Source: an optimization exercise on an open RTL-to-GDS flow (aim: small area and a short achievable clock period). Production flows keep margins and buffers that such runs may drop.
Only simulation tests tie the RTL to the original design; equivalence was not proved.
No activity file was given, so power comes from the tool's default toggle rates.

Setup of wip/amber:
==> flow/design.v (excerpt) <==
module mul_issue_ctrl
#(
   parameter int MUL_LAT = m_extension::MUL_LAT_DEFAULT
) (
   input  logic        clk,
   input  logic        rst,
   input  logic        req_valid,
   output logic        req_ready,
   input  logic [31:0] req_rs1,
   input  logic [31:0] req_rs2,
   input  m_extension::m_funct3     req_funct3,
   input  logic        flush,
   output logic        resp_valid,
   output logic [31:0] resp_data,
   input  logic        resp_ready,
   output logic [15:0] hit_count
);
   logic        idle_r;
   logic        resp_r;
   logic [4:0]  step_r;
   logic        load_r;        
   logic [31:0] op_a_r;
   logic        op_as_r;       
   logic [31:0] op_b_r;
   logic        op_bs_r;       
   logic [2:0]  op_f_r;
   logic [32:0] acc_r;
   logic [3:0]  cy_r;          
   logic [31:0] last_rs1_r;
   logic [31:0] last_rs2_r;
   logic [2:0]  last_f_r;
   logic [31:0] last_result_r;
   logic [2:0]  last_cy_r;     
   logic        last_valid_r;
   logic [15:0] hit_count_r;
   logic        req_ready_s;
   logic        accept_s;
   logic        match_s;
   logic        hit_s;
   logic        miss_s;
   logic        complete_s;
   always_comb begin
      req_ready_s = ~flush & (idle_r | (resp_r & resp_ready));
      accept_s    = req_valid & req_ready_s;
      match_s     = last_valid_r & (req_rs1 == last_rs1_r) & (req_rs2 == last_rs2_r) &
                    (req_funct3 == last_f_r);
      hit_s       = accept_s & match_s;
      miss_s      = accept_s & ~match_s;
      complete_s  = ~flush & step_r[4];
   end
   always_ff @(posedge clk) begin
      if (rst || flush) begin
         idle_r <= 1'b1;
         resp_r <= 1'b0;
         step_r <= 5'd0;
         load_r <= 1'b1;
      end else begin
         idle_r <= ~accept_s & (idle_r | (resp_r & resp_ready));
         resp_r <= hit_s | step_r[4] | (resp_r & ~resp_ready);
         step_r <= {step_r[3:0], miss_s};
         load_r <= ~(miss_s | (|step_r[3:0]));
      end
   end
   function automatic logic [11:0] booth_enc(input logic [8:0] b);
      logic [3:0] neg;
      logic [3:0] one;
      logic [3:0] two;
      for (int i = 0; i < 4; i++) begin
         neg[i] = b[2*i+2];
         one[i] = b[2*i+1] ^ b[2*i];
         two[i] = (b[2*i+2] & ~b[2*i+1] & ~b[2*i]) | (~b[2*i+2] & b[2*i+1] & b[2*i]);
      end
      booth_enc = {two, one, neg};
   endfunction
   logic [32:0]        a_x;
  ...
For scale: ~1500 cells after synthesis, ~120 I/O pins, roughly 16000 um^2 of cells after synthesis.
Settings: LEC_CHECK=0, CAP_MARGIN=5, CORE_MARGIN=2, CORE_UTILIZATION=40, SLEW_MARGIN=5; clock period 10.0 ns.
standard.sh (not shown) runs the stock make flow with config.mk's settings and CLKGATE_MAP_FILE= SYNTH_SCRIPT=/design/flow/synth_recipe.tcl, a recipe that flattens the netlist after the stock synthesis.
==> flow/flow/run.sh <==
#!/bin/bash
# Own flow: the standard layout (standard.sh: the standard synthesis, then
# ORFS floorplan, placement, CTS and routing) with plain buf_1 port buffers in
# place of clkdlybuf4s50_1, larger clock-sink clusters without dummy loads,
# and a tighter setup repair target. Every tool's own log is under orfs/logs/;
# make's output goes to standard.log.
set -euo pipefail
bash standard.sh \
  "BUFFER_PORTS_ARGS=-buffer_cell sky130_fd_sc_hd__buf_1" \
  "CTS_ARGS=-sink_clustering_enable -repair_clock_nets -sink_clustering_size 20 -sink_clustering_max_diameter 100 -dont_use_dummy_load" \
  "SETUP_SLACK_MARGIN=5.45" \
  finish > standard.log 2>&1
Input changes introduced in wip/quartz (baseline for comparison: wip/amber):
# wip/amber
export LEC_CHECK = 0
export CAP_MARGIN = 5
export CORE_MARGIN = 2
export CORE_UTILIZATION = 40
export SLEW_MARGIN = 5
create_clock -name core_clock -period 10.0 [get_ports {clk}]
# wip/quartz
export LEC_CHECK = 0
export CAP_MARGIN = 20
export CORE_MARGIN = 2
export CORE_UTILIZATION = 40
export SLEW_MARGIN = 20
export TNS_END_PERCENT = 10
create_clock -name core_clock -period 10.0 [get_ports {clk}]
==> run summary <==
Diff wip/amber -> wip/quartz: minimum period implied by the final worst setup slack shows an increase of 25 ps, total stage count of the critical path shows a reduction of 1, non-clock buffer count in the final layout shows a reduction of 22.
Setup slack in wip/quartz is 25 ps lower than in wip/amber
For the utilization, wip/quartz came in 0.67 points lower than wip/amber did.
### wip/quartz -> wip/maple
# wip/quartz
export LEC_CHECK = 0
export CAP_MARGIN = 20
export CORE_MARGIN = 2
export CORE_UTILIZATION = 40
export SLEW_MARGIN = 20
export TNS_END_PERCENT = 10
create_clock -name core_clock -period 10.0 [get_ports {clk}]
# wip/maple
export LEC_CHECK = 0
export CAP_MARGIN = 20
export CORE_MARGIN = 2
export CORE_UTILIZATION = 40
export SLEW_MARGIN = 20
create_clock -name core_clock -period 10.0 [get_ports {clk}]
diff --git a/flow/flow/run.sh b/flow/flow/run.sh
--- a/flow/flow/run.sh
+++ b/flow/flow/run.sh
@@ -10 +10 @@
-  "CTS_ARGS=-sink_clustering_enable -repair_clock_nets -sink_clustering_size 20 -sink_clustering_max_diameter 100 -dont_use_dummy_load" \
+  "CTS_ARGS=-sink_clustering_enable -repair_clock_nets -sink_clustering_size 14 -sink_clustering_max_diameter 80 -dont_use_dummy_load -buf_list sky130_fd_sc_hd__clkbuf_8" \
## What came out
Between wip/maple and wip/quartz, the overall global routing resource usage does not differ in any meaningful way.
wip/maple — proportion of power drawn by the clock network 2.0 points lower, wip/quartz as reference
Number of antenna cells inserted ends up lower on wip/quartz.
[compare] base=wip/quartz new=wip/maple: total length of routed met3 wires went down; critical path depth went up; synthesis-to-finish area growth went up.
The final clock period utilization by the worst path in wip/maple was lower than what wip/quartz gave.
> inputs changed (wip/maple -> wip/umber)
# wip/maple
export LEC_CHECK = 0
export CAP_MARGIN = 20
export CORE_MARGIN = 2
export CORE_UTILIZATION = 40
export SLEW_MARGIN = 20
create_clock -name core_clock -period 10.0 [get_ports {clk}]
# wip/umber
export LEC_CHECK = 0
export CAP_MARGIN = 20
export CORE_MARGIN = 2
export CORE_UTILIZATION = 40
export SLEW_MARGIN = 20
export TNS_END_PERCENT = 10
create_clock -name core_clock -period 10.0 [get_ports {clk}]
diff --git a/flow/flow/run.sh b/flow/flow/run.sh
--- a/flow/flow/run.sh
+++ b/flow/flow/run.sh
@@ -10,2 +10,2 @@
-  "CTS_ARGS=-sink_clustering_enable -repair_clock_nets -sink_clustering_size 14 -sink_clustering_max_diameter 80 -dont_use_dummy_load -buf_list sky130_fd_sc_hd__clkbuf_8" \
-  "SETUP_SLACK_MARGIN=5.45" \
+  "CTS_ARGS=-sink_clustering_enable -repair_clock_nets -sink_clustering_size 20 -sink_clustering_max_diameter 100 -dont_use_dummy_load" \
+  "SETUP_SLACK_MARGIN=5.75" \
## What came out
Comparing clock insertion delay at the later pin of the skew report for wip/maple and wip/umber, the smaller number came from wip/umber. Row clock network power share: wip/umber higher / wip/maple lower. Compared wip/umber vs wip/maple, and fraction of layout instances using a drive strength above 1 is up in wip/umber. wip/umber: done, clean on timing, DRC and antenna. wip/maple finished end to end and its layout was clean on timing, DRC and antenna.
### wip/umber -> wip/garnet
# wip/umber
export LEC_CHECK = 0
export CAP_MARGIN = 20
export CORE_MARGIN = 2
export CORE_UTILIZATION = 40
export SLEW_MARGIN = 20
export TNS_END_PERCENT = 10
create_clock -name core_clock -period 10.0 [get_ports {clk}]
# wip/garnet
export LEC_CHECK = 0
export CAP_MARGIN = 20
export CORE_MARGIN = 2
export CORE_UTILIZATION = 40
export SLEW_MARGIN = 20
export TNS_END_PERCENT = 0
create_clock -name core_clock -period 10.0 [get_ports {clk}]
diff --git a/flow/flow/run.sh b/flow/flow/run.sh
--- a/flow/flow/run.sh
+++ b/flow/flow/run.sh
@@ -11 +11 @@
-  "SETUP_SLACK_MARGIN=5.75" \
+  "SETUP_SLACK_MARGIN=5.45" \
==> run summary <==
wip/garnet did not stop at any stage, and its layout met the timing, design-rule and antenna checks.
Where minimum period implied by the final worst setup slack is concerned, wip/umber is better than wip/garnet.
Against wip/umber, wip/garnet comes in about 5.5% lower on routed length per placed instance.
Final wirelength on wip/garnet is ahead of wip/umber.
wip/garnet has fraction of area in registers above what wip/umber had.
Changes in wip/ember relative to wip/garnet:
# wip/garnet
export LEC_CHECK = 0
export CAP_MARGIN = 20
export CORE_MARGIN = 2
export CORE_UTILIZATION = 40
export SLEW_MARGIN = 20
export TNS_END_PERCENT = 0
create_clock -name core_clock -period 10.0 [get_ports {clk}]
# wip/ember
export LEC_CHECK = 0
export CAP_MARGIN = 20
export CORE_MARGIN = 2
export CORE_UTILIZATION = 40
export SLEW_MARGIN = 20
export TNS_END_PERCENT = 10
create_clock -name core_clock -period 10.0 [get_ports {clk}]
diff --git a/flow/flow/run.sh b/flow/flow/run.sh
--- a/flow/flow/run.sh
+++ b/flow/flow/run.sh
@@ -10 +10 @@
-  "CTS_ARGS=-sink_clustering_enable -repair_clock_nets -sink_clustering_size 20 -sink_clustering_max_diameter 100 -dont_use_dummy_load" \
+  "CTS_ARGS=-sink_clustering_enable -repair_clock_nets -sink_clustering_size 28 -sink_clustering_max_diameter 120 -dont_use_dummy_load" \
### Flow results
Going from wip/garnet to wip/ember, number of clock buffers inserted by TritonCTS lower; clock transition at the registers of the reported paths higher; final worst-path cycle share closely matched the old numbers.
In wip/ember, the count of clock-net buffers in the final layout came out 4 below the value in wip/garnet.
When the final numbers for wip/garnet and wip/ember were put side by side, the combinational group share of total power turned out to be greater in wip/ember.
wip/ember has share of cell area taken by flip-flops and latches below what wip/garnet had.
Power in wip/ember is 20 uW below wip/garnet.
wip/ember — design area 0.44% higher, wip/garnet as reference

==> static timing again, ports no longer ideal <==
Ports are ideal in the flow. The routed layouts listed here were re-timed in OpenROAD.
Step 1 (the two cells are an assumption about what drives the block):
set clk [get_ports {clk}]
set_driving_cell -lib_cell sky130_fd_sc_hd__clkbuf_16 $clk
set_driving_cell -lib_cell sky130_fd_sc_hd__buf_2 [delete_from_list [all_inputs] $clk]
Step 2 also shifts input and output timing later by t, the mid clock arrival at the registers, as if the neighbouring blocks saw the same clock.
a / b / c = ideal ports / drivers / drivers and shift; a / b = the first two.
run | t (ns) | setup WS [ns] | worst data-port slew with drivers (ns)
wip/amber | 0.542 | 5.517 / 5.493 / 5.078 | 0.08
wip/quartz | 0.546 | 5.492 / 5.472 / 5.034 | 0.07
wip/maple | 0.609 | 5.518 / 5.491 / 5.051 | 0.08
wip/umber | 0.544 | 5.562 / 5.530 / 5.110 | 0.08
wip/garnet | 0.545 | 5.483 / 5.434 / 5.009 | 0.08
wip/ember | 0.526 | 5.490 / 5.465 / 5.063 | 0.08
After both steps every run listed still meets setup and hold. The setup slack of wip/garnet, which loses most, moves by -0.049 ns with the drivers and by -0.474 ns with both steps.
